From an optimization exercise on the open Yosys and OpenROAD flow, aimed at small area, a short achievable clock period and few clock cycles per item; shortcuts taken in it are not production practice. RTL that was checked went through simulation tests only; none was proved equivalent to the original. Power figures rest on the tool's default switching activity, not on a simulated workload.

== old ==
==> flow/design.v <==
package instr_mem_pkg;
  typedef enum logic {
    CLEAR = 1'b0,
    RUN   = 1'b1
  } state_t;
  localparam int FAULT_W        = 2;
  localparam int FAULT_MISALIGN = 0;
  localparam int FAULT_RANGE    = 1;
endpackage
module instr_mem_array #(
  parameter int XLEN   = 32,
  parameter int DEPTH  = 64,
  parameter int GROUPS = 2
) (
  input  logic                   i_clk,
  input  logic [DEPTH-1:0]       i_we_row,
  input  logic [XLEN-1:0]        i_wdata,
  input  logic [DEPTH-1:0]       i_rsel,
  output logic [GROUPS*XLEN-1:0] o_rdata    
);
  localparam int ROWS = DEPTH / GROUPS;
  logic [XLEN-1:0] r_mem [DEPTH];
  always_ff @(posedge i_clk) begin
    for (int i = 0; i < DEPTH; i++) begin
      if (i_we_row[i]) begin
        r_mem[i] <= i_wdata;
      end
    end
  end
  always_comb begin
    for (int g = 0; g < GROUPS; g++) begin
      o_rdata[g*XLEN +: XLEN] = '0;
      for (int i = 0; i < ROWS; i++) begin
        o_rdata[g*XLEN +: XLEN] = o_rdata[g*XLEN +: XLEN]
                                | (r_mem[g*ROWS + i] & {XLEN{i_rsel[g*ROWS + i]}});
      end
    end
  end
endmodule
module instr_mem_ctrl #(
  parameter int XLEN   = 32,
  parameter int DEPTH  = 64,
  parameter int ADDR_W = 32,
  localparam int IDX_W = $clog2(DEPTH)
) (
  input  logic               i_clk,
  input  logic               i_rst,
  input  logic               i_clear,
  output logic               o_busy,
  input  logic               i_req_valid,
  output logic               o_req_ready,
  input  logic [ADDR_W-1:0]  i_req_addr,
  output logic               o_rsp_valid,
  input  logic               i_rsp_ready,
  output logic [XLEN-1:0]    o_rsp_instr,
  output logic [instr_mem_pkg::FAULT_W-1:0] o_rsp_fault,
  input  logic               i_wr_en,
  input  logic [ADDR_W-1:0]  i_wr_addr,
  input  logic [XLEN-1:0]    i_wr_data
);
  localparam int RSP_W  = XLEN + instr_mem_pkg::FAULT_W;
  localparam int FN     = 4;           
  localparam int GROUPS = 2;           
  logic                 r_busy;
  logic                 r_run;
  logic                 r_ready;       
  logic                 r_stall;       
  logic [FN-1:0]        r_inflight;    
  logic [DEPTH-1:0]     r_we_row;
  logic [XLEN-1:0]      r_wdata;
  logic                 r_sel_valid;
  logic [DEPTH-1:0]     r_rsel;
  logic [instr_mem_pkg::FAULT_W-1:0] r_sel_fault;
  logic                 r_rd_valid;
  logic [instr_mem_pkg::FAULT_W-1:0] r_rd_fault;
  logic [GROUPS*XLEN-1:0] r_rd;
  logic                 r_out_valid;
  logic                 r_out_empty;
  logic [RSP_W-1:0]     r_out;
  logic [RSP_W-1:0]     r_fifo [FN];
  logic [1:0]           r_head;
  logic [1:0]           r_tail;
  logic [FN-1:1]        r_fifo_cnt;    
  logic [FN-1:0]        w_fifo_cnt;
  logic                 w_req_misalign;
  logic                 w_req_range;
  logic                 w_wr_range;
  logic                 w_wr_go;
  logic                 w_clear_go;
  logic                 w_start;
  logic                 w_busy_next;
  logic                 w_req_fire;
  logic                 w_rsp_fire;
  logic [1:0]           w_head_next;
  logic [FN-1:0]        w_fifo_left;   
  logic [FN-1:0]        w_fifo_cnt_next;
  logic [FN-1:0]        w_inflight_next;
  logic                 w_unused;
  logic [GROUPS*XLEN-1:0] w_rdata;
  logic [XLEN-1:0]      w_rd_word;
  logic [RSP_W-1:0]     w_rd;
  assign w_req_misalign = |i_req_addr[1:0];
  assign w_req_range    = |i_req_addr[ADDR_W-1:IDX_W+2];
  assign w_wr_range     = |i_wr_addr[ADDR_W-1:IDX_W+2];
  assign w_unused       = ^i_wr_addr[1:0];
  assign w_clear_go  = r_run && i_clear;
  assign w_start     = i_rst || w_clear_go;
  assign w_busy_next = w_start || (!r_run && !r_we_row[DEPTH-1]);
  assign w_wr_go     = i_wr_en && !w_wr_range && r_run && !i_clear && !i_rst;
  always_ff @(posedge i_clk) begin
    r_busy <= w_busy_next;
    r_run  <= !w_busy_next;
    for (int i = 0; i < DEPTH; i++) begin
      r_we_row[i] <= (w_wr_go && (i_wr_addr[IDX_W+1:2] == IDX_W'(i)))
                   || ((i == 0) ? w_start : (!r_run && !i_rst && r_we_row[(i + DEPTH - 1) % DEPTH]));
    end
    r_wdata <= w_busy_next ? '0 : i_wr_data;
  end
  assign w_req_fire = i_req_valid && !r_stall;
  assign w_rsp_fire = !r_out_empty && i_rsp_ready;
  always_ff @(posedge i_clk) begin
    r_sel_valid <= w_req_fire && !w_start;
    r_sel_fault <= {w_req_range, w_req_misalign};
    for (int i = 0; i < DEPTH; i++) begin
      r_rsel[i] <= (i_req_addr[IDX_W+1:2] == IDX_W'(i)) && !w_req_misalign && !w_req_range;
    end
    r_rd_valid <= r_sel_valid && !w_start;
    r_rd_fault <= r_sel_fault;
    r_rd       <= w_rdata;
  end
  instr_mem_array #(
    .XLEN   (XLEN),
    .DEPTH  (DEPTH),
    .GROUPS (GROUPS)
  ) u_array (
    .i_clk    (i_clk),
    .i_we_row (r_we_row),
    .i_wdata  (r_wdata),
    .i_rsel   (r_rsel),
    .o_rdata  (w_rdata)
  );
  always_comb begin
    w_rd_word = '0;
    for (int g = 0; g < GROUPS; g++) begin
      w_rd_word = w_rd_word | r_rd[g*XLEN +: XLEN];
    end
  end
  assign w_rd = {r_rd_fault, w_rd_word};
  assign w_fifo_cnt      = {r_fifo_cnt, !r_out_empty};
  assign w_head_next     = r_head + 2'(w_rsp_fire);
  assign w_fifo_left     = w_rsp_fire ? (w_fifo_cnt >> 1) : w_fifo_cnt;
  assign w_fifo_cnt_next = r_rd_valid ? {w_fifo_left[FN-2:0], 1'b1} : w_fifo_left;
  always_comb begin
    w_inflight_next = r_inflight;
    if (w_req_fire && !w_rsp_fire) w_inflight_next = {r_inflight[FN-2:0], 1'b1};
    if (!w_req_fire && w_rsp_fire) w_inflight_next = r_inflight >> 1;
  end
  always_ff @(posedge i_clk) begin
    if (w_start) begin
      r_out_valid <= 1'b0;
      r_out_empty <= 1'b1;
      r_head      <= '0;
      r_tail      <= '0;
      r_fifo_cnt  <= '0;
      r_inflight  <= '0;
      r_ready     <= 1'b0;
      r_stall     <= 1'b1;
    end else begin
      r_out_valid <= w_fifo_cnt_next[0];
      r_out_empty <= !w_fifo_cnt_next[0];
      r_head      <= w_head_next;
      if (r_rd_valid) r_tail <= r_tail + 1'b1;
      r_fifo_cnt  <= w_fifo_cnt_next[FN-1:1];
      r_inflight  <= w_inflight_next;
      r_ready     <= !w_busy_next && !w_inflight_next[FN-1];
      r_stall     <= w_busy_next || w_inflight_next[FN-1];
    end
  end
  always_ff @(posedge i_clk) begin
    r_out <= w_fifo_left[0] ? r_fifo[w_head_next] : w_rd;
    for (int k = 0; k < FN; k++) begin
      if (r_rd_valid && r_tail == 2'(k)) begin
        r_fifo[k] <= w_rd;
      end
    end
  end
  assign o_busy      = r_busy;
  assign o_req_ready = r_ready;
  assign o_rsp_valid = r_out_valid;
  assign o_rsp_fault = r_out[XLEN +: instr_mem_pkg::FAULT_W];
  assign o_rsp_instr = r_out[XLEN-1:0];
endmodule
==> flow/config.mk <==
export PLATFORM = sky130hd
export DESIGN_NAME = instr_mem_ctrl
export DESIGN_NICKNAME = instr_mem_ctrl
export VERILOG_FILES = /design/flow/design.v
export SDC_FILE = /design/flow/constraint.sdc
export NUM_CORES = 4
export LEC_CHECK = 0
export CAP_MARGIN = 20
export CORE_MARGIN = 2
export CORE_UTILIZATION = 70
export CTS_CLUSTER_DIAMETER = 100
export CTS_CLUSTER_SIZE = 30
export SETUP_SLACK_MARGIN = 2.1
export SLEW_MARGIN = 20
export TNS_END_PERCENT = 100
==> flow/constraint.sdc <==
create_clock -name core_clock -period 4.0 [get_ports {i_clk}]
set_input_delay 0.8000 -clock core_clock [delete_from_list [all_inputs] [get_ports {i_clk}]]
set_output_delay 0.8000 -clock core_clock [all_outputs]
set_load 0.01 [all_outputs]
run.sh (not shown) runs the stock make flow with config.mk's settings and CLKGATE_MAP_FILE= SYNTH_SCRIPT=/design/flow/synth_recipe.tcl, a recipe that flattens the netlist after the stock synthesis.
> inputs changed (old -> new)
--- a/flow/design.v
+++ b/flow/design.v
@@ -100,4 +100,6 @@
   logic [XLEN-1:0]      w_rd_word;
   logic [RSP_W-1:0]     w_rd;
+  logic [RSP_W-1:0]     w_out_keep;    
+  logic [RSP_W-1:0]     w_out_next;    
   assign w_req_misalign = |i_req_addr[1:0];
   assign w_req_range    = |i_req_addr[ADDR_W-1:IDX_W+2];
@@ -177,6 +179,8 @@
     end
   end
+  assign w_out_keep = w_fifo_cnt[0] ? r_fifo[r_head] : w_rd;
+  assign w_out_next = w_fifo_cnt[1] ? r_fifo[r_head + 2'd1] : w_rd;
   always_ff @(posedge i_clk) begin
-    r_out <= w_fifo_left[0] ? r_fifo[w_head_next] : w_rd;
+    r_out <= i_rsp_ready ? w_out_next : w_out_keep;
     for (int k = 0; k < FN; k++) begin
       if (r_rd_valid && r_tail == 2'(k)) begin
==> comparison <==
- [compare] base=old new=new: count of multi-input gates grew by 136, total core area climbed about 2.4%, leakage power total closely matched the old numbers.
- Compared with old, new shows final layout net count that has gone up by a few percent.
- Per the comparison of new with old, net count after synthesis shows an increase of 164; global-route usage decreased by 0.21 points relative to the old numbers; maximum operating frequency went up by about 5%; power per standard cell area decreased about 1%.
- old has a higher register area share after synthesis than new.
- In the reports for new and old, the larger critical path depth belongs to old.
- old → new: total met3 wirelength after detailed routing down about 3.2%, met1 track demand over resource flat, power flat.
Testbench counts of new, summed over its fixed seeds: cycles 24,024, items 24,000.
For old, only the layout was checked, not whether the RTL still works.

## afterwards: timing with drivers on the ports
No port has a modelled driver above. Below, the same layouts with a new extraction and two added sets of constraints. Step 1: set_driving_cell puts a clkbuf_16 on i_clk and a buf_2 on each other input, an assumption about the parent block. Step 2, shift: input delay + t, output delay - t, t = (earliest + latest rising clock arrival at the registers) / 2. This alone moves slack from input paths to output paths. Three values: ideal ports, drivers, drivers and shift; two values: the first two.
| run | t, ns | setup slack, ns | worst register clock-pin slew, ns |
|---|---|---|---|
| old | 0.826 | 1.893 / 1.896 / 1.128 | 0.12 / 0.12 |
| new | 0.812 | 1.988 / 1.911 / 1.417 | 0.12 / 0.12 |
After both steps setup and hold are still met in every run listed. For old, which loses most, drivers alone change the setup slack by +0.003 ns; drivers and shift together by -0.765 ns.
